This design comes from an exercise in tuning for a short achievable clock period and few clock cycles on the open sky130 flow, not from production work. Function was checked by simulation only, so behaviour that the tests miss may differ from the original. Power is estimated from default activity; no workload was simulated.

==> run.sh <==
#!/bin/bash
# synth_recipe.tcl (not shown) runs the flow's synth.tcl, then flattens the netlist and writes it again
# the make line also repeats each setting of config.mk as NAME=value (left out here)
make -C /OpenROAD-flow-scripts/flow DESIGN_CONFIG=/design/flow/config.mk WORK_HOME=/design/flow/orfs CLKGATE_MAP_FILE= SYNTH_SCRIPT=/design/flow/synth_recipe.tcl finish
==> config.mk <==
export PLATFORM = sky130hd
export DESIGN_NAME = mips_pipe
export DESIGN_NICKNAME = mips_pipe
export VERILOG_FILES = /design/flow/design.v
export SDC_FILE = /design/flow/constraint.sdc
export NUM_CORES = 4
export LEC_CHECK = 0
export CAP_MARGIN = 20
export CORE_MARGIN = 2
export CORE_UTILIZATION = 65
export PLACE_DENSITY = 0.75
export SETUP_SLACK_MARGIN = 3.2
export SLEW_MARGIN = 20
==> constraint.sdc <==
create_clock -name core_clock -period 6.0 [get_ports {clk}]
set_input_delay 1.2000 -clock core_clock [delete_from_list [all_inputs] [get_ports {clk}]]
set_output_delay 1.2000 -clock core_clock [all_outputs]
set_load 0.01 [all_outputs]
==> design.v <==
`default_nettype none
package mips_isa_pkg;
	typedef logic [4:0] reg_idx_t;
	typedef enum logic [5:0] {
		OP_RTYPE = 6'h00,
		OP_ADDI  = 6'h08,
		OP_LW    = 6'h23,
		OP_SW    = 6'h2b
	} opcode_e;
	typedef enum logic [5:0] {
		FN_ADD = 6'h20,
		FN_SUB = 6'h22,
		FN_AND = 6'h24,
		FN_OR  = 6'h25,
		FN_SLT = 6'h2a
	} funct_e;
	typedef struct packed {
		opcode_e    opcode;
		reg_idx_t   rs;
		reg_idx_t   rt;
		reg_idx_t   rd;
		logic [4:0] shamt;
		funct_e     funct;
	} r_form_t;
	typedef struct packed {
		opcode_e     opcode;
		reg_idx_t    rs;
		reg_idx_t    rt;
		logic [15:0] imm;
	} i_form_t;
	typedef union packed {
		r_form_t r;
		i_form_t i;
	} instr_t;
endpackage
`default_nettype wire
`default_nettype none
package pipe_pkg;
	typedef enum logic [2:0] {
		ALU_ADD,
		ALU_SUB,
		ALU_AND,
		ALU_OR,
		ALU_SLT
	} alu_op_e;
	typedef enum logic [1:0] {
		FWD_REG = 2'd0,
		FWD_WB  = 2'd1,
		FWD_EXM = 2'd2
	} fwd_sel_e;
	typedef struct packed {
		logic    reg_write;
		logic    mem_read;
		logic    mem_write;
		logic    mem_to_reg;
		logic    alu_src_imm;
		alu_op_e alu_op;
	} ctrl_t;
	typedef struct packed {
		logic [31:0] instr;     
	} if_id_t;
	typedef struct packed {
		ctrl_t                  ctrl;
		logic [4:0]             rs;
		logic [4:0]             rt;
		logic [4:0]             dest;
		logic [31:0]            op_a;
		logic [31:0]            op_b;
		logic [31:0]            imm;
	} id_ex_t;
	typedef struct packed {
		ctrl_t                  ctrl;
		logic [4:0]             dest;
		logic [4:0]             rt;     
		logic [31:0]            alu_result;
		logic [31:0]            store_data;
	} ex_mem_t;
	typedef struct packed {
		ctrl_t                  ctrl;
		logic [4:0]             dest;
		logic [31:0]            result;
	} mem_wb_t;
	typedef struct packed {
		fwd_sel_e   fwd_a;
		fwd_sel_e   fwd_b;
		logic       mem_to_mem;
		logic       stall;
		logic [1:0] id_bypass;     
	} hazard_t;
endpackage
`default_nettype wire
`timescale 1ns/1ns
`default_nettype none
module mips_pipe #(
	parameter int IMEM_DEPTH = 64,
	parameter int DMEM_DEPTH = 64
) (
	input  logic                   clk,
	input  logic                   arst_n,
	input  logic                   prog_we,
	input  logic [29:0]            prog_addr,
	input  logic [31:0]            prog_data,
	output logic                   wb_valid,
	output mips_isa_pkg::reg_idx_t wb_dest,
	output logic [31:0]            wb_data,
	output logic                   st_valid,
	output logic [31:0]            st_addr,
	output logic [31:0]            st_data
);
	localparam logic [1:0] C_N = 2'd0;     
	localparam logic [1:0] C_W = 2'd1;     
	localparam logic [1:0] C_S = 2'd2;     
	function automatic logic [1:0] iclass(input logic [31:0] w);
		logic [5:0] op;
		logic [5:0] fn;
		op = w[31:26];
		fn = w[5:0];
		iclass = C_N;
		if (op == 6'h00)
		begin
			if ((fn == 6'h20 || fn == 6'h22 || fn == 6'h24 || fn == 6'h25 || fn == 6'h2a) &&
				(w[15:11] != 5'd0))
				iclass = C_W;
		end
		else if (op == 6'h08 || op == 6'h23)
		begin
			if (w[20:16] != 5'd0)
				iclass = C_W;
		end
		else if (op == 6'h2b)
			iclass = C_S;
	endfunction
	localparam int GI = 8;
	function automatic logic [GI-1:0] ginfo(input logic [31:0] a, input logic [31:0] b);
		logic [1:0] ca;
		logic [1:0] cb;
		logic [4:0] adest;
		logic       take2, wa, wb, sa, sb;
		ca    = iclass(a);
		cb    = iclass(b);
		adest = (a[31:26] == 6'h00) ? a[15:11] : a[20:16];
		take2 = (ca == C_N) || (cb == C_N) ||
			((ca == C_W) && (cb == C_S) && (b[25:21] != adest)) ||
			((ca == C_S) && (cb == C_W));
		wa = (ca == C_W);
		wb = take2 && (cb == C_W);
		sa = (ca == C_S);
		sb = take2 && (cb == C_S);
		ginfo = {take2, wa, wb, sa, sb, wa || wb, sa || sb, sa && wb};
	endfunction
	function automatic logic [31:0] dec5(input logic [4:0] x);
		for (int k = 0; k < 32; k++)
			dec5[k] = (x == k);
	endfunction
	function automatic logic [63:0] dec6(input logic [5:0] x);
		for (int k = 0; k < 64; k++)
			dec6[k] = (x == k);
	endfunction
	logic [IMEM_DEPTH-1:0][31:0] imem;
	logic [IMEM_DEPTH-1:0][31:0] imem_nx;
	logic [IMEM_DEPTH-1:0][GI-1:0] info;
	logic        imem_we;
	assign imem_we = prog_we && !arst_n;
	genvar gi;
	generate
		for (gi = 0; gi < IMEM_DEPTH; gi++)
		begin : g_imem
			assign imem_nx[gi] = (imem_we && (prog_addr[5:0] == gi)) ? prog_data : imem[gi];
			always_ff @(posedge clk)
			begin
				imem[gi] <= imem_nx[gi];
				info[gi] <= ginfo(imem_nx[gi], imem_nx[(gi + 1) % IMEM_DEPTH]);
			end
		end
	endgenerate
	logic [63:0] pc_oh;
	logic        fd_wv, fd_sv, fd_sfirst;
	logic [31:0] fd_w, fd_s;
	logic [31:0] fd_wa_oh, fd_wb_oh, fd_sa_oh, fd_sd_oh;
	logic [2:0]  fd_hz_wa, fd_hz_wb, fd_hz_sa, fd_hz_sd;
	logic        de_wv, de_sv, de_sfirst, de_isld;
	logic [4:0]  de_dest;
	logic        de_sub, de_cen, de_land, de_lor, de_lzero, de_slt;
	logic [31:0] de_p, de_g;       
	logic [31:0] de_sp, de_sg;     
	logic [31:0] de_sd;
	logic        de_sd_same, de_sd_prev;
	logic        em_wv, em_sv;
	logic [4:0]  em_dest;
	logic [31:0] em_alu;
	logic [63:0] em_sel_mem;
	logic        em_sel_alu, em_sel_so, em_sel_sdp, em_sel_sd;
	logic [31:0] em_saddr, em_sd;
	logic        em_sd_same, em_sd_prev;
	logic [31:0] mw_dest_oh;
	logic [31:0] mw_val;
	logic [63:0] so_we_oh;
	logic [31:0] so_data;
	logic        out_wv, out_sv;
	logic [4:0]  out_wd;
	logic [31:0] out_wdata, out_saddr, out_sdata;
	logic [31:0][31:0] rf;
	logic [31:0]       rv;
	logic [DMEM_DEPTH-1:0][31:0] dmem;
	logic [63:0] wsel, ssel;
	logic [31:0] fw, fs;
	logic        f_take2, f_wv, f_sv, f_sfirst;
	logic        stall;     
	always_comb
	begin
		fw       = 32'd0;
		fs       = 32'd0;
		f_take2  = 1'b0;
		f_wv     = 1'b0;
		f_sv     = 1'b0;
		f_sfirst = 1'b0;
		for (int j = 0; j < 64; j++)
		begin
			wsel[j] = (pc_oh[j] && info[j][6]) || (pc_oh[(j + 63) % 64] && info[(j + 63) % 64][5]);
			ssel[j] = (pc_oh[j] && info[j][4]) || (pc_oh[(j + 63) % 64] && info[(j + 63) % 64][3]);
			fw       = fw | ({32{wsel[j]}} & imem[j]);
			fs       = fs | ({32{ssel[j]}} & imem[j]);
			f_take2  = f_take2  | (pc_oh[j] & info[j][7]);
			f_wv     = f_wv     | (pc_oh[j] & info[j][2]);
			f_sv     = f_sv     | (pc_oh[j] & info[j][1]);
			f_sfirst = f_sfirst | (pc_oh[j] & info[j][0]);
		end
	end
	always_ff @(posedge clk or negedge arst_n)
	begin
		if (!arst_n)
		begin
			pc_oh <= 64'd1;
			fd_wv <= 1'b0;
			fd_sv <= 1'b0;
		end
		else
		begin
			if (!stall)
			begin
				pc_oh <= f_take2 ? {pc_oh[61:0], pc_oh[63:62]} : {pc_oh[62:0], pc_oh[63]};
				fd_wv <= f_wv;
				fd_sv <= f_sv;
			end
		end
	end
	always_ff @(posedge clk)
	begin
		if (!stall)
		begin
			fd_w      <= fw;
			fd_s      <= fs;
			fd_sfirst <= f_sfirst;
			fd_wa_oh  <= dec5(fw[25:21]);
			fd_wb_oh  <= dec5(fw[20:16]);
			fd_sa_oh  <= dec5(fs[25:21]);
			fd_sd_oh  <= dec5(fs[20:16]);
		end
	end
	function automatic logic [2:0] hz(input logic [4:0] f, input logic ev, input logic [4:0] ed,
		input logic mv, input logic [4:0] md, input logic bv, input logic [4:0] bd);
		hz = {ev && (ed == f), mv && (md == f), bv && (bd == f)};
	endfunction
	logic [4:0] w_dest;
	logic       w_isld;
	logic       stall_nx;
	assign stall_nx = !stall && fd_wv && w_isld && (
		(f_wv && ((w_dest == fw[25:21]) || ((fw[31:26] == 6'h00) && (w_dest == fw[20:16])))) ||
		(f_sv && (w_dest == fs[25:21])));
	always_ff @(posedge clk or negedge arst_n)
	begin
		if (!arst_n)
			stall <= 1'b0;
		else
			stall <= stall_nx;
	end
	always_ff @(posedge clk)
	begin
		if (stall)
		begin
			fd_hz_wa <= hz(fd_w[25:21], 1'b0, w_dest, de_wv, de_dest, em_wv, em_dest);
			fd_hz_wb <= hz(fd_w[20:16], 1'b0, w_dest, de_wv, de_dest, em_wv, em_dest);
			fd_hz_sa <= hz(fd_s[25:21], 1'b0, w_dest, de_wv, de_dest, em_wv, em_dest);
			fd_hz_sd <= hz(fd_s[20:16], 1'b0, w_dest, de_wv, de_dest, em_wv, em_dest);
		end
		else
		begin
			fd_hz_wa <= hz(fw[25:21], fd_wv, w_dest, de_wv, de_dest, em_wv, em_dest);
			fd_hz_wb <= hz(fw[20:16], fd_wv, w_dest, de_wv, de_dest, em_wv, em_dest);
			fd_hz_sa <= hz(fs[25:21], fd_wv, w_dest, de_wv, de_dest, em_wv, em_dest);
			fd_hz_sd <= hz(fs[20:16], fd_wv, w_dest, de_wv, de_dest, em_wv, em_dest);
		end
	end
	logic [5:0]  w_op, w_fn;
	logic [4:0]  w_rs, w_rt;
	logic        w_rtype, w_subish;
	logic [4:0]  s_rs, s_rt;
	logic [31:0] wval;     
	assign w_op     = fd_w[31:26];
	assign w_fn     = fd_w[5:0];
	assign w_rs     = fd_w[25:21];
	assign w_rt     = fd_w[20:16];
	assign w_rtype  = (w_op == 6'h00);
	assign w_isld   = (w_op == 6'h23);
	assign w_dest   = w_rtype ? fd_w[15:11] : w_rt;
	assign w_subish = w_rtype && ((w_fn == 6'h22) || (w_fn == 6'h2a));
	assign s_rs     = fd_s[25:21];
	assign s_rt     = fd_s[20:16];
	function automatic logic [31:0] rf_read(input logic [31:0] oh, input logic [31:0] rvv,
		input logic [31:0][31:0] rfv, input logic [2:0] hzv, input logic [31:0] mval,
		input logic [31:0] bval);
		logic [31:0] r;
		r = 32'd0;
		for (int k = 0; k < 32; k++)
			r = r | ({32{oh[k] & rvv[k]}} & rfv[k]);
		rf_read = hzv[1] ? mval : (hzv[0] ? bval : r);
	endfunction
	logic [31:0] v_wa, v_wb, v_sa, v_sd;
	logic [31:0] alu_y;     
	assign v_wa = rf_read(fd_wa_oh, rv, rf, fd_hz_wa, wval, mw_val);
	assign v_wb = rf_read(fd_wb_oh, rv, rf, fd_hz_wb, wval, mw_val);
	assign v_sa = rf_read(fd_sa_oh, rv, rf, fd_hz_sa, wval, mw_val);
	assign v_sd = rf_read(fd_sd_oh, rv, rf, fd_hz_sd, wval, mw_val);
	logic e_ma, e_mb, e_msa, e_msd;
	logic sd_same;
	assign e_ma  = fd_hz_wa[2];
	assign e_mb  = fd_hz_wb[2];
	assign e_msa = fd_hz_sa[2];
	assign e_msd = fd_hz_sd[2];
	assign sd_same = fd_wv && !fd_sfirst && (w_dest == s_rt);
	logic [31:0] d_a, d_b, d_sa, d_simm;
	assign d_a    = e_ma ? alu_y : v_wa;
	assign d_b    = !w_rtype ? {{16{fd_w[15]}}, fd_w[15:0]} :
		((e_mb ? alu_y : v_wb) ^ {32{w_subish}});
	assign d_sa   = e_msa ? alu_y : v_sa;
	assign d_simm = {{16{fd_s[15]}}, fd_s[15:0]};
	always_ff @(posedge clk or negedge arst_n)
	begin
		if (!arst_n)
		begin
			de_wv <= 1'b0;
			de_sv <= 1'b0;
		end
		else
		begin
			de_wv <= fd_wv && !stall;
			de_sv <= fd_sv && !stall;
		end
	end
	always_ff @(posedge clk)
	begin
		de_sfirst  <= fd_sfirst;
		de_dest    <= w_dest;
		de_isld    <= w_isld;
		de_sub     <= w_subish;
		de_cen     <= !w_rtype || (w_fn == 6'h20) || (w_fn == 6'h22);
		de_land    <= w_rtype && (w_fn == 6'h24);
		de_lor     <= w_rtype && (w_fn == 6'h25);
		de_lzero   <= w_rtype && (w_fn == 6'h2a);
		de_slt     <= w_rtype && (w_fn == 6'h2a);
		de_p       <= d_a ^ d_b;
		de_g       <= d_a & d_b;
		de_sp      <= d_sa ^ d_simm;
		de_sg      <= d_sa & d_simm;
		de_sd      <= v_sd;
		de_sd_same <= sd_same;
		de_sd_prev <= !sd_same && e_msd;
	end
	function automatic logic [31:0] ks_carry(input logic [31:0] g, input logic [31:0] p,
		input logic cin);
		logic [31:0] gg, pp;
		gg = g;
		pp = p;
		gg[0] = g[0] | (p[0] & cin);
		for (int d = 1; d < 32; d = d * 2)
			for (int i = 31; i >= d; i--)
			begin
				gg[i] = gg[i] | (pp[i] & gg[i - d]);
				pp[i] = pp[i] & pp[i - d];
			end
		ks_carry = {gg[30:0], cin};
	endfunction
	logic [31:0] g, p, pl, c;
	logic [31:0] saddr;
	logic        slt;
	logic [5:0]  ldi, sti;
	logic        e_fsame, e_fso;
	always_comb
	begin
		g  = de_g;
		p  = de_p;
		pl = de_land ? g : (de_lor ? (g | p) : (de_lzero ? 32'd0 : p));
		c  = ks_carry(g, p, de_sub);
		alu_y = pl ^ (c & {32{de_cen}});
		slt = p[31] ? !c[31] : g[31];
		if (de_slt)
			alu_y[0] = slt;
		saddr = de_sp ^ ks_carry(de_sg, de_sp, 1'b0);
		ldi = alu_y[7:2];
		sti = saddr[7:2];
		e_fsame = de_sv && de_sfirst && (ldi == sti);
		e_fso   = em_sv && (ldi == em_saddr[7:2]);
	end
	always_ff @(posedge clk or negedge arst_n)
	begin
		if (!arst_n)
		begin
			em_wv <= 1'b0;
			em_sv <= 1'b0;
		end
		else
		begin
			em_wv <= de_wv;
			em_sv <= de_sv;
		end
	end
	always_ff @(posedge clk)
	begin
		em_dest    <= de_dest;
		em_alu     <= alu_y;
		em_sel_mem <= dec6(ldi) & {64{de_isld && !e_fsame && !e_fso}};
		em_sel_alu <= !de_isld;
		em_sel_so  <= de_isld && !e_fsame && e_fso;
		em_sel_sdp <= de_isld && e_fsame && de_sd_prev;
		em_sel_sd  <= de_isld && e_fsame && !de_sd_prev;
		em_saddr   <= saddr;
		em_sd      <= de_sd;
		em_sd_same <= de_sd_same;
		em_sd_prev <= de_sd_prev;
	end
	logic [31:0] sd_m;
	always_comb
	begin
		wval = ({32{em_sel_alu}} & em_alu) | ({32{em_sel_so}} & so_data) |
			({32{em_sel_sdp}} & mw_val) | ({32{em_sel_sd}} & em_sd);
		for (int k = 0; k < 64; k++)
			wval = wval | ({32{em_sel_mem[k]}} & dmem[k]);
		sd_m = em_sd_same ? wval : (em_sd_prev ? mw_val : em_sd);
	end
	always_ff @(posedge clk or negedge arst_n)
	begin
		if (!arst_n)
		begin
			mw_dest_oh <= 32'd0;
			so_we_oh   <= 64'd0;
			out_wv     <= 1'b0;
			out_sv     <= 1'b0;
		end
		else
		begin
			mw_dest_oh <= dec5(em_dest) & {32{em_wv}};
			so_we_oh   <= dec6(em_saddr[7:2]) & {64{em_sv}};
			out_wv     <= em_wv;
			out_sv     <= em_sv;
		end
	end
	always_ff @(posedge clk)
	begin
		if (em_wv)
			mw_val <= wval;
		if (em_sv)
			so_data <= sd_m;
		out_wd    <= em_dest;
		out_wdata <= wval;
		out_saddr <= em_saddr;
		out_sdata <= sd_m;
	end
	always_ff @(posedge clk or negedge arst_n)
	begin
		if (!arst_n)
			rv <= 32'd0;
		else
			rv <= rv | mw_dest_oh;
	end
	generate
		for (gi = 0; gi < 32; gi++)
		begin : g_rf
			always_ff @(posedge clk)
			begin
				if (mw_dest_oh[gi])
					rf[gi] <= mw_val;
			end
		end
		for (gi = 0; gi < DMEM_DEPTH; gi++)
		begin : g_dmem
			always_ff @(posedge clk)
			begin
				if (so_we_oh[gi])
					dmem[gi] <= so_data;
			end
		end
	endgenerate
	assign wb_valid = out_wv;
	assign wb_dest  = out_wd;
	assign wb_data  = out_wdata;
	assign st_valid = out_sv;
	assign st_addr  = out_saddr;
	assign st_data  = out_sdata;
endmodule
`default_nettype wire
==> impl_metrics.yaml, run 1 <==
run_status:
  outcome: "did not finish"
  stop_stage: "global routing (5_1_grt)"
  error_line: "[ERROR GRT-0116] Global routing finished with congestion. Check the congestion regions in the DRC Viewer."
synth:
  ys_types: 127
  synth_nets: 24450
  async_flop_share: 0.03073
  ys_ff_latch: 6541
  yosysTopAreaCell: "edfxtp_1"
  synth_top_cell_area_share: 0.3883
  ys_seq_area_frac: 0.5978
  yosysWarnings: 1
  syn_area_per_cell_um2: 11.59
  syn_inst: 24320
  synth-edff-count: 3643
  syn_area_um2: 281700
  ys_top_cells_by_area: "edfxtp_1 (39%), dfxtp_1 (19%), a22o_1 (6.2%)"
  synthFlopType: "edfxtp_1"
global_route:
  grtUsageTotal: 1.114
  grt_pass1_wl_um: 3344000
  grt_max_degree: 99
  grt_pass1_vias: 345100
  gr-total-overflow: 54170
placed_design:
  io_buffers: 143
  hpwlAfterDp_um: 1286000
  place_ws_ns: -0.2446
  dp.cells: 29710
  place_area_um2: 296800
  gp_routability_congestion: 1.553
die:
  fp-row-count: 241
  start_util: 0.6534
  die_x_um: 662.4
  io-pin-count: 168
  dieHeight_um: 662.4
clock_tree:
  clk_path_buf_depth: 4
  cts_made_buffers: 637
  root_buffer: "clkbuf_16"
  cts_max_level: 6
  cts_sinks: 6541
[cell usage after synthesis, types with 283 or more instances]
| library cell | n |
|---|---|
| a221oi_1 | 1941 |
| edfxtp_1 | 3643 |
| a21oi_1 | 568 |
| clkbuf_1 | 1427 |
| nand4_1 | 591 |
| dfxtp_1 | 2697 |
| buf_1 | 297 |
| a22oi_1 | 1175 |
| nor2_1 | 725 |
| nand2_1 | 3592 |
| inv_1 | 447 |
| nand3_1 | 468 |
| mux2_2 | 596 |
| o21ai_0 | 590 |
| a22o_1 | 1988 |
| mux2i_1 | 586 |
| xnor2_1 | 283 |
[metrics by stage]
| stage | setup TNS (ns) | util | hold WS [ns] | power, mW |
|---|---|---|---|---|
| after global placement | -0.5093 | 0.6880 | 0.3112 | 58.83 |
| after detailed placement | -0.8634 | 0.6882 | 0.3121 | 58.89 |
| after CTS | 0 | 0.8357 | 0.08397 | 103.1 |
| after floorplan | 0 | - | 0.3096 | 53.24 |
[power by group through the flow]
| stage | logic (mW) | clock network, mW | registers (mW) |
|---|---|---|---|
| after global placement | 7.83 | 0 | 51.0 |
| after CTS | 10.1 | 42.9 | 50.1 |
| after floorplan | 3.55 | 0 | 49.7 |
| after detailed placement | 7.88 | 0 | 51.0 |
[logic make-up after synthesis]
group           Yosys count  share of synthesized area
compound gates         6951                     0.1957
fa+ha+maj                64                   0.002842
simple gates           6691                     0.1106
flops                  6541                     0.5978
xor+xnor                453                    0.01414
mux                    1195                    0.04546
buf+inv                2422                    0.03354
[metal layers]
metal / GRT overflow / track usage
met5: 384 / 0.8266
met4: 8209 / 1.139
met3: 2558 / 0.9276
met2: 39020 / 1.420
met1: 3991 / 0.9834
[worst min-delay path by stage]
stage	start	to	slack, ns
after floorplan	de_sp[0]	em_saddr[0]	0.31
after global placement	de_sd[5]	em_sd[5]	0.31
after detailed placement	em_saddr[30]	out_saddr[30]	0.31
after CTS	arst_n	pc_oh[41]	0.08
[repair_timing]
item	4_1_cts
endpoints found under the setup margin	1965
hold endpoints to repair	0
cloned	129
pin swaps	1010
hold buffers	0
resized for setup	5470
buffers inserted	1837
Testbench counts, summed over its fixed seeds: cycles 26,567.
==> run 2, diff against run 1 <==
--- a/design.v
+++ b/design.v
@@ -178,5 +178,4 @@
 	logic [31:0] fd_w, fd_s;
 	logic [31:0] fd_wa_oh, fd_wb_oh, fd_sa_oh, fd_sd_oh;
-	logic [2:0]  fd_hz_wa, fd_hz_wb, fd_hz_sa, fd_hz_sd;
 	logic        de_wv, de_sv, de_sfirst, de_isld;
 	logic [4:0]  de_dest;
@@ -189,12 +188,21 @@
 	logic [4:0]  em_dest;
 	logic [31:0] em_alu;
-	logic [63:0] em_sel_mem;
-	logic        em_sel_alu, em_sel_so, em_sel_sdp, em_sel_sd;
+	logic [7:0][31:0] em_grp;     
+	logic [7:0]  em_sel_grp;
+	logic        em_sel_alu, em_sel_so, em_sel_so2, em_sel_sdp, em_sel_sd;
 	logic [31:0] em_saddr, em_sd;
 	logic        em_sd_same, em_sd_prev;
 	logic [31:0] mw_dest_oh;
-	logic [31:0] mw_val;
+	logic [4:0]  mw_dest;     
+	logic [31:0] mw_val;      
+	logic [31:0] mw_fwd;      
 	logic [63:0] so_we_oh;
-	logic [31:0] so_data;
+	logic [31:0] so_data;     
+	logic [31:0] so_fwd;      
+	logic [63:0] em_st_oh;    
+	logic [5:0]  em_sti;
+	logic [31:0] so2_fwd;     
+	logic        so_iv;       
+	logic [5:0]  so_sti;      
 	logic        out_wv, out_sv;
 	logic [4:0]  out_wd;
@@ -258,40 +266,7 @@
 		end
 	end
-	function automatic logic [2:0] hz(input logic [4:0] f, input logic ev, input logic [4:0] ed,
-		input logic mv, input logic [4:0] md, input logic bv, input logic [4:0] bd);
-		hz = {ev && (ed == f), mv && (md == f), bv && (bd == f)};
-	endfunction
-	logic [4:0] w_dest;
-	logic       w_isld;
-	logic       stall_nx;
-	assign stall_nx = !stall && fd_wv && w_isld && (
-		(f_wv && ((w_dest == fw[25:21]) || ((fw[31:26] == 6'h00) && (w_dest == fw[20:16])))) ||
-		(f_sv && (w_dest == fs[25:21])));
-	always_ff @(posedge clk or negedge arst_n)
-	begin
-		if (!arst_n)
-			stall <= 1'b0;
-		else
-			stall <= stall_nx;
-	end
-	always_ff @(posedge clk)
-	begin
-		if (stall)
-		begin
-			fd_hz_wa <= hz(fd_w[25:21], 1'b0, w_dest, de_wv, de_dest, em_wv, em_dest);
-			fd_hz_wb <= hz(fd_w[20:16], 1'b0, w_dest, de_wv, de_dest, em_wv, em_dest);
-			fd_hz_sa <= hz(fd_s[25:21], 1'b0, w_dest, de_wv, de_dest, em_wv, em_dest);
-			fd_hz_sd <= hz(fd_s[20:16], 1'b0, w_dest, de_wv, de_dest, em_wv, em_dest);
-		end
-		else
-		begin
-			fd_hz_wa <= hz(fw[25:21], fd_wv, w_dest, de_wv, de_dest, em_wv, em_dest);
-			fd_hz_wb <= hz(fw[20:16], fd_wv, w_dest, de_wv, de_dest, em_wv, em_dest);
-			fd_hz_sa <= hz(fs[25:21], fd_wv, w_dest, de_wv, de_dest, em_wv, em_dest);
-			fd_hz_sd <= hz(fs[20:16], fd_wv, w_dest, de_wv, de_dest, em_wv, em_dest);
-		end
-	end
 	logic [5:0]  w_op, w_fn;
-	logic [4:0]  w_rs, w_rt;
+	logic [4:0]  w_rs, w_rt, w_dest;
+	logic        w_isld;
 	logic        w_rtype, w_subish;
 	logic [4:0]  s_rs, s_rt;
@@ -318,21 +293,43 @@
 	logic [31:0] v_wa, v_wb, v_sa, v_sd;
 	logic [31:0] alu_y;     
-	assign v_wa = rf_read(fd_wa_oh, rv, rf, fd_hz_wa, wval, mw_val);
-	assign v_wb = rf_read(fd_wb_oh, rv, rf, fd_hz_wb, wval, mw_val);
-	assign v_sa = rf_read(fd_sa_oh, rv, rf, fd_hz_sa, wval, mw_val);
-	assign v_sd = rf_read(fd_sd_oh, rv, rf, fd_hz_sd, wval, mw_val);
+	function automatic logic [2:0] hz(input logic [4:0] f, input logic ev, input logic [4:0] ed,
+		input logic mv, input logic [4:0] md, input logic bv, input logic [4:0] bd);
+		hz = {ev && (ed == f), mv && (md == f), bv && (bd == f)};
+	endfunction
+	logic [2:0] hz_wa, hz_wb, hz_sa, hz_sd;
+	assign hz_wa = hz(w_rs, de_wv, de_dest, em_wv, em_dest, |mw_dest, mw_dest);
+	assign hz_wb = hz(w_rt, de_wv, de_dest, em_wv, em_dest, |mw_dest, mw_dest);
+	assign hz_sa = hz(s_rs, de_wv, de_dest, em_wv, em_dest, |mw_dest, mw_dest);
+	assign hz_sd = hz(s_rt, de_wv, de_dest, em_wv, em_dest, |mw_dest, mw_dest);
+	assign v_wa = rf_read(fd_wa_oh, rv, rf, hz_wa, wval, mw_fwd);
+	assign v_wb = rf_read(fd_wb_oh, rv, rf, hz_wb, wval, mw_fwd);
+	assign v_sa = rf_read(fd_sa_oh, rv, rf, hz_sa, wval, mw_fwd);
+	assign v_sd = rf_read(fd_sd_oh, rv, rf, hz_sd, wval, mw_fwd);
 	logic e_ma, e_mb, e_msa, e_msd;
 	logic sd_same;
-	assign e_ma  = fd_hz_wa[2];
-	assign e_mb  = fd_hz_wb[2];
-	assign e_msa = fd_hz_sa[2];
-	assign e_msd = fd_hz_sd[2];
+	assign e_ma  = hz_wa[2];
+	assign e_mb  = hz_wb[2];
+	assign e_msa = hz_sa[2];
+	assign e_msd = hz_sd[2];
 	assign sd_same = fd_wv && !fd_sfirst && (w_dest == s_rt);
-	logic [31:0] d_a, d_b, d_sa, d_simm;
-	assign d_a    = e_ma ? alu_y : v_wa;
-	assign d_b    = !w_rtype ? {{16{fd_w[15]}}, fd_w[15:0]} :
-		((e_mb ? alu_y : v_wb) ^ {32{w_subish}});
-	assign d_sa   = e_msa ? alu_y : v_sa;
+	assign stall = de_wv && de_isld && (
+		(fd_wv && (e_ma || (w_rtype && e_mb))) ||
+		(fd_sv && e_msa));
+	logic [31:0] alu_y0, alu_y1, alu_lt;
+	logic [31:0] d_a0, d_a1, d_b0, d_b1, d_sa0, d_sa1, d_simm;
+	logic [31:0] d_p, d_g, d_sp, d_sg;
+	assign d_a0   = e_ma ? alu_y0 : v_wa;
+	assign d_a1   = e_ma ? alu_y1 : v_wa;
+	assign d_b0   = !w_rtype ? {{16{fd_w[15]}}, fd_w[15:0]} :
+		((e_mb ? alu_y0 : v_wb) ^ {32{w_subish}});
+	assign d_b1   = !w_rtype ? {{16{fd_w[15]}}, fd_w[15:0]} :
+		((e_mb ? alu_y1 : v_wb) ^ {32{w_subish}});
+	assign d_sa0  = e_msa ? alu_y0 : v_sa;
+	assign d_sa1  = e_msa ? alu_y1 : v_sa;
 	assign d_simm = {{16{fd_s[15]}}, fd_s[15:0]};
+	assign d_p    = (alu_lt & (d_a1 ^ d_b1)) | (~alu_lt & (d_a0 ^ d_b0));
+	assign d_g    = (alu_lt & (d_a1 & d_b1)) | (~alu_lt & (d_a0 & d_b0));
+	assign d_sp   = (alu_lt & (d_sa1 ^ d_simm)) | (~alu_lt & (d_sa0 ^ d_simm));
+	assign d_sg   = (alu_lt & (d_sa1 & d_simm)) | (~alu_lt & (d_sa0 & d_simm));
 	always_ff @(posedge clk or negedge arst_n)
 	begin
@@ -359,8 +356,8 @@
 		de_lzero   <= w_rtype && (w_fn == 6'h2a);
 		de_slt     <= w_rtype && (w_fn == 6'h2a);
-		de_p       <= d_a ^ d_b;
-		de_g       <= d_a & d_b;
-		de_sp      <= d_sa ^ d_simm;
-		de_sg      <= d_sa & d_simm;
+		de_p       <= d_p;
+		de_g       <= d_g;
+		de_sp      <= d_sp;
+		de_sg      <= d_sg;
 		de_sd      <= v_sd;
 		de_sd_same <= sd_same;
@@ -385,5 +382,8 @@
 	logic        slt;
 	logic [5:0]  ldi, sti;
-	logic        e_fsame, e_fso;
+	logic        e_fsame, e_fso, e_fso2;
+	logic [63:0] st_oh;
+	logic [7:0]  lo_oh, hi_oh;
+	logic [7:0][31:0] grp;
 	always_comb
 	begin
@@ -392,13 +392,32 @@
 		pl = de_land ? g : (de_lor ? (g | p) : (de_lzero ? 32'd0 : p));
 		c  = ks_carry(g, p, de_sub);
-		alu_y = pl ^ (c & {32{de_cen}});
-		slt = p[31] ? !c[31] : g[31];
+		alu_lt = c & {32{de_cen}};
+		alu_y0 = pl;
+		alu_y1 = ~pl;
 		if (de_slt)
-			alu_y[0] = slt;
+		begin
+			alu_lt[0] = c[31];
+			alu_y0[0] = p[31] | g[31];
+			alu_y1[0] = !p[31] & g[31];
+		end
+		alu_y = (alu_lt & alu_y1) | (~alu_lt & alu_y0);
 		saddr = de_sp ^ ks_carry(de_sg, de_sp, 1'b0);
 		ldi = alu_y[7:2];
 		sti = saddr[7:2];
 		e_fsame = de_sv && de_sfirst && (ldi == sti);
-		e_fso   = em_sv && (ldi == em_saddr[7:2]);
+		e_fso   = em_sv && (ldi == em_sti);
+		e_fso2  = so_iv && (ldi == so_sti);
+		st_oh   = dec6(sti);
+		for (int k = 0; k < 8; k++)
+		begin
+			lo_oh[k] = (ldi[2:0] == k);
+			hi_oh[k] = (ldi[5:3] == k);
+		end
+		for (int h = 0; h < 8; h++)
+		begin
+			grp[h] = 32'd0;
+			for (int l = 0; l < 8; l++)
+				grp[h] = grp[h] | ({32{lo_oh[l]}} & dmem[8 * h + l]);
+		end
 	end
 	always_ff @(posedge clk or negedge arst_n)
@@ -419,5 +438,9 @@
 		em_dest    <= de_dest;
 		em_alu     <= alu_y;
-		em_sel_mem <= dec6(ldi) & {64{de_isld && !e_fsame && !e_fso}};
+		em_grp     <= grp;
+		em_sel_grp <= hi_oh & {8{de_isld && !e_fsame && !e_fso && !e_fso2}};
+		em_sel_so2 <= de_isld && !e_fsame && !e_fso && e_fso2;
+		em_st_oh   <= st_oh;
+		em_sti     <= sti;
 		em_sel_alu <= !de_isld;
 		em_sel_so  <= de_isld && !e_fsame && e_fso;
@@ -432,9 +455,10 @@
 	always_comb
 	begin
-		wval = ({32{em_sel_alu}} & em_alu) | ({32{em_sel_so}} & so_data) |
-			({32{em_sel_sdp}} & mw_val) | ({32{em_sel_sd}} & em_sd);
-		for (int k = 0; k < 64; k++)
-			wval = wval | ({32{em_sel_mem[k]}} & dmem[k]);
-		sd_m = em_sd_same ? wval : (em_sd_prev ? mw_val : em_sd);
+		wval = ({32{em_sel_alu}} & em_alu) | ({32{em_sel_so}} & so_fwd) |
+			({32{em_sel_so2}} & so2_fwd) |
+			({32{em_sel_sdp}} & mw_fwd) | ({32{em_sel_sd}} & em_sd);
+		for (int h = 0; h < 8; h++)
+			wval = wval | ({32{em_sel_grp[h]}} & em_grp[h]);
+		sd_m = em_sd_same ? wval : (em_sd_prev ? mw_fwd : em_sd);
 	end
 	always_ff @(posedge clk or negedge arst_n)
@@ -443,5 +467,8 @@
 		begin
 			mw_dest_oh <= 32'd0;
+			mw_dest    <= 5'd0;
 			so_we_oh   <= 64'd0;
+			mw_fwd     <= 32'd0;
+			so_fwd     <= 32'd0;
 			out_wv     <= 1'b0;
 			out_sv     <= 1'b0;
@@ -450,5 +477,8 @@
 		begin
 			mw_dest_oh <= dec5(em_dest) & {32{em_wv}};
-			so_we_oh   <= dec6(em_saddr[7:2]) & {64{em_sv}};
+			mw_dest    <= em_wv ? em_dest : 5'd0;
+			so_we_oh   <= em_st_oh & {64{em_sv}};
+			mw_fwd     <= wval;
+			so_fwd     <= sd_m;
 			out_wv     <= em_wv;
 			out_sv     <= em_sv;
@@ -462,4 +492,7 @@
 			so_data <= sd_m;
 		out_wd    <= em_dest;
+		so2_fwd   <= so_fwd;
+		so_iv     <= em_sv;
+		so_sti    <= em_sti;
 		out_wdata <= wval;
 		out_saddr <= em_saddr;
--- a/config.mk
+++ b/config.mk
@@ -8,6 +8,5 @@
 export CAP_MARGIN = 20
 export CORE_MARGIN = 2
-export CORE_UTILIZATION = 65
-export PLACE_DENSITY = 0.75
-export SETUP_SLACK_MARGIN = 3.2
+export CORE_UTILIZATION = 45
+export SETUP_SLACK_MARGIN = 3.0
 export SLEW_MARGIN = 20
==> run 2 against run 1 <==
The flow again stops in global routing (5_1_grt). Synthesized cell count up 3.6%. Synthesized area increased by 4.0%.
==> impl_metrics.yaml, run 2 <==
synth:
  yosysTopAreaCell: "edfxtp_1"
  yosysMostFrequentCell: "edfxtp_1"
  synthFlopType: "edfxtp_1"
  syn_area_um2: 293100
  ys_seq_area_frac: 0.6000
  synth_nets: 25380
  yosysWarnings: 1
  synth_top_cell_area_share: 0.3732
  ys_types: 110
  synth-edff-count: 3643
  async_flop_share: 0.03901
  syn_area_per_cell_um2: 11.64
  ys_top_cells_by_area: "edfxtp_1 (37%), dfxtp_1 (20%), a22oi_1 (6.9%)"
  ys_ff_latch: 6895
  syn_inst: 25190
  synth_common_cells: "edfxtp_1 (3643), nand2_1 (3393), dfxtp_1 (2983), a22oi_1 (2704), clkbuf_1 (1649)"
run_status:
  error_line: "[ERROR GRT-0116] Global routing finished with congestion. Check the congestion regions in the DRC Viewer."
  outcome: "did not finish"
  stop_stage: "global routing (5_1_grt)"
global_route:
  grt_max_degree: 96
  grtUsageTotal: 0.8343
  grt_pass1_vias: 330900
  grt_pass1_wl_um: 3755000
  gr-total-overflow: 8239
die:
  io-pin-count: 168
  start_util: 0.4514
  dieHeight_um: 811.0
  fp-row-count: 296
  die_x_um: 811.0
placed_design:
  io_buffers: 143
  gp_routability_congestion: 1.357
  hpwlAfterDp_um: 1582000
  dp.cells: 33660
clock_tree:
  root_buffer: "clkbuf_16"
  cts_sinks: 6895
  cts_max_level: 6
  clk_path_buf_depth: 4
  postCtsHoldBufs: 0
  cts_made_buffers: 712
## run 2: cell types whose count changed after synthesis, sizes merged, moves of 245 or more
| cell | delta |
|---|---|
| a21oi | -261 |
| nand4 | +420 |
| a22oi | +1526 |
| nand3 | -245 |
| dfxtp | +286 |
| a22o | -627 |
| a221oi | -674 |
## run 2: worst min-delay path by stage
stage                   to  slack, ns  cells past startpoint
3_5_place_dp     em_sd[22]       0.31                      0
4_1_cts           em_sd[5]       0.28                      0
3_3_place_gp     em_sd[31]       0.31                      0
2_1_floorplan  em_saddr[0]       0.31                      0
## run 2: timing repair
item / 4_1_cts
pin swaps: 950
buffers inserted: 1521
setup endpoints to repair: 1890
cloned: 143
gates resized for setup: 3912
endpoints found under the hold margin: 0
## run 2: logic make-up after synthesis
logic type	Yosys count	synth area share
and+or+nand+nor	6747	0.1107
AOI/OAI and AO/OA	7082	0.1868
muxes	1437	0.05260
adders and majority gates	127	0.005422
xor gates and xnor gates	404	0.01207
buffers and inverters	2494	0.03248
DFF	6895	0.6000
## run 2: power groups by stage
stage / sequential (mW) / combinational, mW / clock [mW]
4_1_cts: 53.3 / 10.1 / 46.7
2_1_floorplan: 52.1 / 3.55 / 0
3_5_place_dp: 54.2 / 8.83 / 0
3_3_place_gp: 54.2 / 8.83 / 0
## run 2: metrics by stage
step                      power, mW  setup TNS (ns)  setup slack, ns  instance area [um^2]
after CTS                     110.1               0            2.372                373000
after detailed placement      63.06         -0.8450          -0.2103                314700
after global placement        63.06          -1.070          -0.2630                314600
after floorplan               55.66               0           0.8917                294900
## run 2: routing by layer
layer  GRT overflow  global-route usage
met3            712              0.7347
met5            113              0.5304
met1            643              0.8541
met4           2450              0.7810
met2           4321              0.9429
Testbench counts of run 2, summed over its fixed seeds: cycles 26,567.
==> run 3, diff against run 2 <==
--- a/design.v
+++ b/design.v
@@ -160,4 +160,5 @@
 	logic [IMEM_DEPTH-1:0][31:0] imem_nx;
 	logic [IMEM_DEPTH-1:0][GI-1:0] info;
+	logic [IMEM_DEPTH-1:0][GI-1:0] ginf;     
 	logic        imem_we;
 	assign imem_we = prog_we && !arst_n;
@@ -167,8 +168,9 @@
 		begin : g_imem
 			assign imem_nx[gi] = (imem_we && (prog_addr[5:0] == gi)) ? prog_data : imem[gi];
+			assign ginf[gi]    = ginfo(imem[gi], imem[(gi + 1) % IMEM_DEPTH]);
 			always_ff @(posedge clk)
 			begin
 				imem[gi] <= imem_nx[gi];
-				info[gi] <= ginfo(imem_nx[gi], imem_nx[(gi + 1) % IMEM_DEPTH]);
+				info[gi] <= ginf[gi];
 			end
 		end
@@ -211,8 +213,9 @@
 	logic [31:0]       rv;
 	logic [DMEM_DEPTH-1:0][31:0] dmem;
-	logic [63:0] wsel, ssel;
+	logic [63:0] wsel, ssel, pcn;
 	logic [31:0] fw, fs;
 	logic        f_take2, f_wv, f_sv, f_sfirst;
 	logic        stall;     
+	logic        go;        
 	always_comb
 	begin
@@ -220,18 +223,18 @@
 		fs       = 32'd0;
 		f_take2  = 1'b0;
-		f_wv     = 1'b0;
-		f_sv     = 1'b0;
 		f_sfirst = 1'b0;
 		for (int j = 0; j < 64; j++)
 		begin
-			wsel[j] = (pc_oh[j] && info[j][6]) || (pc_oh[(j + 63) % 64] && info[(j + 63) % 64][5]);
-			ssel[j] = (pc_oh[j] && info[j][4]) || (pc_oh[(j + 63) % 64] && info[(j + 63) % 64][3]);
 			fw       = fw | ({32{wsel[j]}} & imem[j]);
 			fs       = fs | ({32{ssel[j]}} & imem[j]);
 			f_take2  = f_take2  | (pc_oh[j] & info[j][7]);
-			f_wv     = f_wv     | (pc_oh[j] & info[j][2]);
-			f_sv     = f_sv     | (pc_oh[j] & info[j][1]);
 			f_sfirst = f_sfirst | (pc_oh[j] & info[j][0]);
 		end
+		f_wv = |wsel;
+		f_sv = |ssel;
+		if (!go || stall)
+			pcn = pc_oh;
+		else
+			pcn = f_take2 ? {pc_oh[61:0], pc_oh[63:62]} : {pc_oh[62:0], pc_oh[63]};
 	end
 	always_ff @(posedge clk or negedge arst_n)
@@ -239,4 +242,5 @@
 		if (!arst_n)
 		begin
+			go    <= 1'b0;
 			pc_oh <= 64'd1;
 			fd_wv <= 1'b0;
@@ -245,9 +249,10 @@
 		else
 		begin
+			go    <= 1'b1;
+			pc_oh <= pcn;
 			if (!stall)
 			begin
-				pc_oh <= f_take2 ? {pc_oh[61:0], pc_oh[63:62]} : {pc_oh[62:0], pc_oh[63]};
-				fd_wv <= f_wv;
-				fd_sv <= f_sv;
+				fd_wv <= go && f_wv;
+				fd_sv <= go && f_sv;
 			end
 		end
@@ -255,4 +260,9 @@
 	always_ff @(posedge clk)
 	begin
+		for (int j = 0; j < 64; j++)
+		begin
+			wsel[j] <= (pcn[j] && ginf[j][6]) || (pcn[(j + 63) % 64] && ginf[(j + 63) % 64][5]);
+			ssel[j] <= (pcn[j] && ginf[j][4]) || (pcn[(j + 63) % 64] && ginf[(j + 63) % 64][3]);
+		end
 		if (!stall)
 		begin
@@ -260,10 +270,15 @@
 			fd_s      <= fs;
 			fd_sfirst <= f_sfirst;
-			fd_wa_oh  <= dec5(fw[25:21]);
-			fd_wb_oh  <= dec5(fw[20:16]);
-			fd_sa_oh  <= dec5(fs[25:21]);
-			fd_sd_oh  <= dec5(fs[20:16]);
 		end
 	end
+	logic [31:0] rv_nx;
+	assign rv_nx = rv | mw_dest_oh;
+	always_ff @(posedge clk)
+	begin
+		fd_wa_oh <= dec5(stall ? fd_w[25:21] : fw[25:21]) & rv_nx;
+		fd_wb_oh <= dec5(stall ? fd_w[20:16] : fw[20:16]) & rv_nx;
+		fd_sa_oh <= dec5(stall ? fd_s[25:21] : fs[25:21]) & rv_nx;
+		fd_sd_oh <= dec5(stall ? fd_s[20:16] : fs[20:16]) & rv_nx;
+	end
 	logic [5:0]  w_op, w_fn;
 	logic [4:0]  w_rs, w_rt, w_dest;
@@ -282,5 +297,5 @@
 	assign s_rs     = fd_s[25:21];
 	assign s_rt     = fd_s[20:16];
-	function automatic logic [31:0] rf_read(input logic [31:0] oh, input logic [31:0] rvv,
+	function automatic logic [31:0] rf_read(input logic [31:0] oh,
 		input logic [31:0][31:0] rfv, input logic [2:0] hzv, input logic [31:0] mval,
 		input logic [31:0] bval);
@@ -288,6 +303,7 @@
 		r = 32'd0;
 		for (int k = 0; k < 32; k++)
-			r = r | ({32{oh[k] & rvv[k]}} & rfv[k]);
-		rf_read = hzv[1] ? mval : (hzv[0] ? bval : r);
+			r = r | ({32{oh[k]}} & rfv[k]);
+		rf_read = ({32{hzv[1]}} & mval) | ({32{!hzv[1] && hzv[0]}} & bval) |
+			({32{!hzv[1] && !hzv[0]}} & r);
 	endfunction
 	logic [31:0] v_wa, v_wb, v_sa, v_sd;
@@ -298,12 +314,25 @@
 	endfunction
 	logic [2:0] hz_wa, hz_wb, hz_sa, hz_sd;
-	assign hz_wa = hz(w_rs, de_wv, de_dest, em_wv, em_dest, |mw_dest, mw_dest);
-	assign hz_wb = hz(w_rt, de_wv, de_dest, em_wv, em_dest, |mw_dest, mw_dest);
-	assign hz_sa = hz(s_rs, de_wv, de_dest, em_wv, em_dest, |mw_dest, mw_dest);
-	assign hz_sd = hz(s_rt, de_wv, de_dest, em_wv, em_dest, |mw_dest, mw_dest);
-	assign v_wa = rf_read(fd_wa_oh, rv, rf, hz_wa, wval, mw_fwd);
-	assign v_wb = rf_read(fd_wb_oh, rv, rf, hz_wb, wval, mw_fwd);
-	assign v_sa = rf_read(fd_sa_oh, rv, rf, hz_sa, wval, mw_fwd);
-	assign v_sd = rf_read(fd_sd_oh, rv, rf, hz_sd, wval, mw_fwd);
+	always_ff @(posedge clk)
+	begin
+		if (stall)
+		begin
+			hz_wa <= hz(w_rs, 1'b0, w_dest, de_wv, de_dest, em_wv, em_dest);
+			hz_wb <= hz(w_rt, 1'b0, w_dest, de_wv, de_dest, em_wv, em_dest);
+			hz_sa <= hz(s_rs, 1'b0, w_dest, de_wv, de_dest, em_wv, em_dest);
+			hz_sd <= hz(s_rt, 1'b0, w_dest, de_wv, de_dest, em_wv, em_dest);
+		end
+		else
+		begin
+			hz_wa <= hz(fw[25:21], fd_wv, w_dest, de_wv, de_dest, em_wv, em_dest);
+			hz_wb <= hz(fw[20:16], fd_wv, w_dest, de_wv, de_dest, em_wv, em_dest);
+			hz_sa <= hz(fs[25:21], fd_wv, w_dest, de_wv, de_dest, em_wv, em_dest);
+			hz_sd <= hz(fs[20:16], fd_wv, w_dest, de_wv, de_dest, em_wv, em_dest);
+		end
+	end
+	assign v_wa = rf_read(fd_wa_oh, rf, hz_wa, wval, mw_fwd);
+	assign v_wb = rf_read(fd_wb_oh, rf, hz_wb, wval, mw_fwd);
+	assign v_sa = rf_read(fd_sa_oh, rf, hz_sa, wval, mw_fwd);
+	assign v_sd = rf_read(fd_sd_oh, rf, hz_sd, wval, mw_fwd);
 	logic e_ma, e_mb, e_msa, e_msd;
 	logic sd_same;
@@ -317,19 +346,23 @@
 		(fd_sv && e_msa));
 	logic [31:0] alu_y0, alu_y1, alu_lt;
-	logic [31:0] d_a0, d_a1, d_b0, d_b1, d_sa0, d_sa1, d_simm;
+	logic [31:0] d_a0, d_a1, d_b0, d_b1, d_bv, d_simm, w_imm;
 	logic [31:0] d_p, d_g, d_sp, d_sg;
+	logic        w_fwd;
+	assign w_imm  = {{16{fd_w[15]}}, fd_w[15:0]};
+	assign d_simm = {{16{fd_s[15]}}, fd_s[15:0]};
+	assign w_fwd  = e_ma || (w_rtype && e_mb);
+	assign d_bv   = !w_rtype ? w_imm : (v_wb ^ {32{w_subish}});
 	assign d_a0   = e_ma ? alu_y0 : v_wa;
 	assign d_a1   = e_ma ? alu_y1 : v_wa;
-	assign d_b0   = !w_rtype ? {{16{fd_w[15]}}, fd_w[15:0]} :
-		((e_mb ? alu_y0 : v_wb) ^ {32{w_subish}});
-	assign d_b1   = !w_rtype ? {{16{fd_w[15]}}, fd_w[15:0]} :
-		((e_mb ? alu_y1 : v_wb) ^ {32{w_subish}});
-	assign d_sa0  = e_msa ? alu_y0 : v_sa;
-	assign d_sa1  = e_msa ? alu_y1 : v_sa;
-	assign d_simm = {{16{fd_s[15]}}, fd_s[15:0]};
-	assign d_p    = (alu_lt & (d_a1 ^ d_b1)) | (~alu_lt & (d_a0 ^ d_b0));
-	assign d_g    = (alu_lt & (d_a1 & d_b1)) | (~alu_lt & (d_a0 & d_b0));
-	assign d_sp   = (alu_lt & (d_sa1 ^ d_simm)) | (~alu_lt & (d_sa0 ^ d_simm));
-	assign d_sg   = (alu_lt & (d_sa1 & d_simm)) | (~alu_lt & (d_sa0 & d_simm));
+	assign d_b0   = !w_rtype ? w_imm : ((e_mb ? alu_y0 : v_wb) ^ {32{w_subish}});
+	assign d_b1   = !w_rtype ? w_imm : ((e_mb ? alu_y1 : v_wb) ^ {32{w_subish}});
+	assign d_p    = !w_fwd ? (v_wa ^ d_bv) :
+		((alu_lt & (d_a1 ^ d_b1)) | (~alu_lt & (d_a0 ^ d_b0)));
+	assign d_g    = !w_fwd ? (v_wa & d_bv) :
+		((alu_lt & (d_a1 & d_b1)) | (~alu_lt & (d_a0 & d_b0)));
+	assign d_sp   = !e_msa ? (v_sa ^ d_simm) :
+		((alu_lt & (alu_y1 ^ d_simm)) | (~alu_lt & (alu_y0 ^ d_simm)));
+	assign d_sg   = !e_msa ? (v_sa & d_simm) :
+		((alu_lt & (alu_y1 & d_simm)) | (~alu_lt & (alu_y0 & d_simm)));
 	always_ff @(posedge clk or negedge arst_n)
 	begin
--- a/config.mk
+++ b/config.mk
@@ -8,5 +8,5 @@
 export CAP_MARGIN = 20
 export CORE_MARGIN = 2
-export CORE_UTILIZATION = 45
+export CORE_UTILIZATION = 35
 export SETUP_SLACK_MARGIN = 3.0
 export SLEW_MARGIN = 20
==> run 3 against run 2 <==
The run again fails in global routing (5_1_grt). Synthesized cell count fell by 20%. Synthesized area shrank 4.9%.
==> impl_metrics.yaml, run 3 <==
synth:
  synth_top_cell_area_share: 0.5647
  syn_area_per_cell_um2: 13.90
  ys_types: 105
  synthFlopType: "edfxtp_1"
  synth_nets: 20310
  syn_inst: 20060
  yosysMostFrequentCell: "edfxtp_1"
  ys_seq_area_frac: 0.6702
  ys_top_cells_by_area: "edfxtp_1 (56%), dfxtp_1 (8.2%), a221oi_1 (5.5%)"
  syn_area_um2: 278800
  synth_common_cells: "edfxtp_1 (5243), a221oi_1 (1739), a22oi_1 (1712), a22o_1 (1709), dfxtp_1 (1139)"
  yosysTopAreaCell: "edfxtp_1"
  async_flop_share: 0.03987
  synth-edff-count: 5243
  ys_ff_latch: 6647
  yosysWarnings: 1
clock_tree:
  cts_max_level: 6
  cts_sinks: 6647
  cts_made_buffers: 723
  clk_path_buf_depth: 4
  root_buffer: "clkbuf_16"
global_route:
  grt_max_degree: 117
  grtUsageTotal: 0.6500
  gr-total-overflow: 1
die:
  fp-row-count: 327
  io-pin-count: 168
  dieHeight_um: 896.6
  start_util: 0.3515
  die_x_um: 896.6
placed_design:
  hpwlAfterDp_um: 1765000
  place_area_um2: 304300
  io_buffers: 143
  place_ws_ns: 1.012
  gp_routability_congestion: 1.258
run_status:
  outcome: "did not finish"
  stop_stage: "global routing (5_1_grt)"
  error_line: "[ERROR GRT-0232] Routing congestion too high. Check the congestion heatmap in the GUI."
## run 3: cell types whose count changed after synthesis, moves of 318 or more
cell | previous run | this run
a22oi_1 | 2704 | 1712
nand2_1 | 3393 | 463
a221oi_1 | 1271 | 1739
inv_1 | 484 | 166
mux2_2 | 819 | 15
dfxtp_1 | 2983 | 1139
nand4_1 | 1013 | 686
a22o_1 | 1361 | 1709
clkbuf_1 | 1649 | 834
edfxtp_1 | 3643 | 5243
## run 3: worst max path at each step
stage | depth (start not counted) | from | endpoint
global placement | 12 | pc_oh[29] | wsel[44]
floorplan | 3 | arst_n | imem[1536]
CTS | 13 | pc_oh[29] | ssel[44]
detailed placement | 12 | pc_oh[29] | wsel[44]
## run 3: power by group through the flow
stage	clock network, mW	logic [mW]	registers [mW]
4_1_cts	47.7	0.922	49.3
2_1_floorplan	0	0.0763	50.3
3_5_place_dp	0	0.826	50.4
3_3_place_gp	0	0.820	50.4
## run 3: cells by family after synthesis
logic type               synth area share
flip-flops                         0.6702
multiplexers                      0.02008
adder cells (fa/ha/maj)          0.008526
AND/OR/NAND/NOR                   0.07662
other                          0.00001345
XOR/XNOR                          0.01050
buffers and inverters             0.02008
AO/OA/AOI/OAI                      0.1940
## run 3: repair_timing
item | CTS
setup endpoints to repair | 1249
gates cloned | 68
hold endpoints to repair | 16
resized for setup | 2685
buffers inserted | 1245
hold buffers | 1
pin swaps | 462
## run 3: through the flow
stage,hold WS (ns),utilization,power [mW],cells
detailed placement,0.3121,0.3836,51.23,30990
CTS,0.1285,0.4468,97.90,33660
global placement,0.3127,0.3827,51.22,30960
floorplan,0.3096,-,50.41,20060
## run 3: metal layers
layer | overflow | GRT usage
met4 | 0 | 0.6340
met5 | 0 | 0.2313
met2 | 0 | 0.8046
met1 | 1 | 0.6791
met3 | 0 | 0.4679
Testbench counts of run 3, summed over its fixed seeds: cycles 26,695.
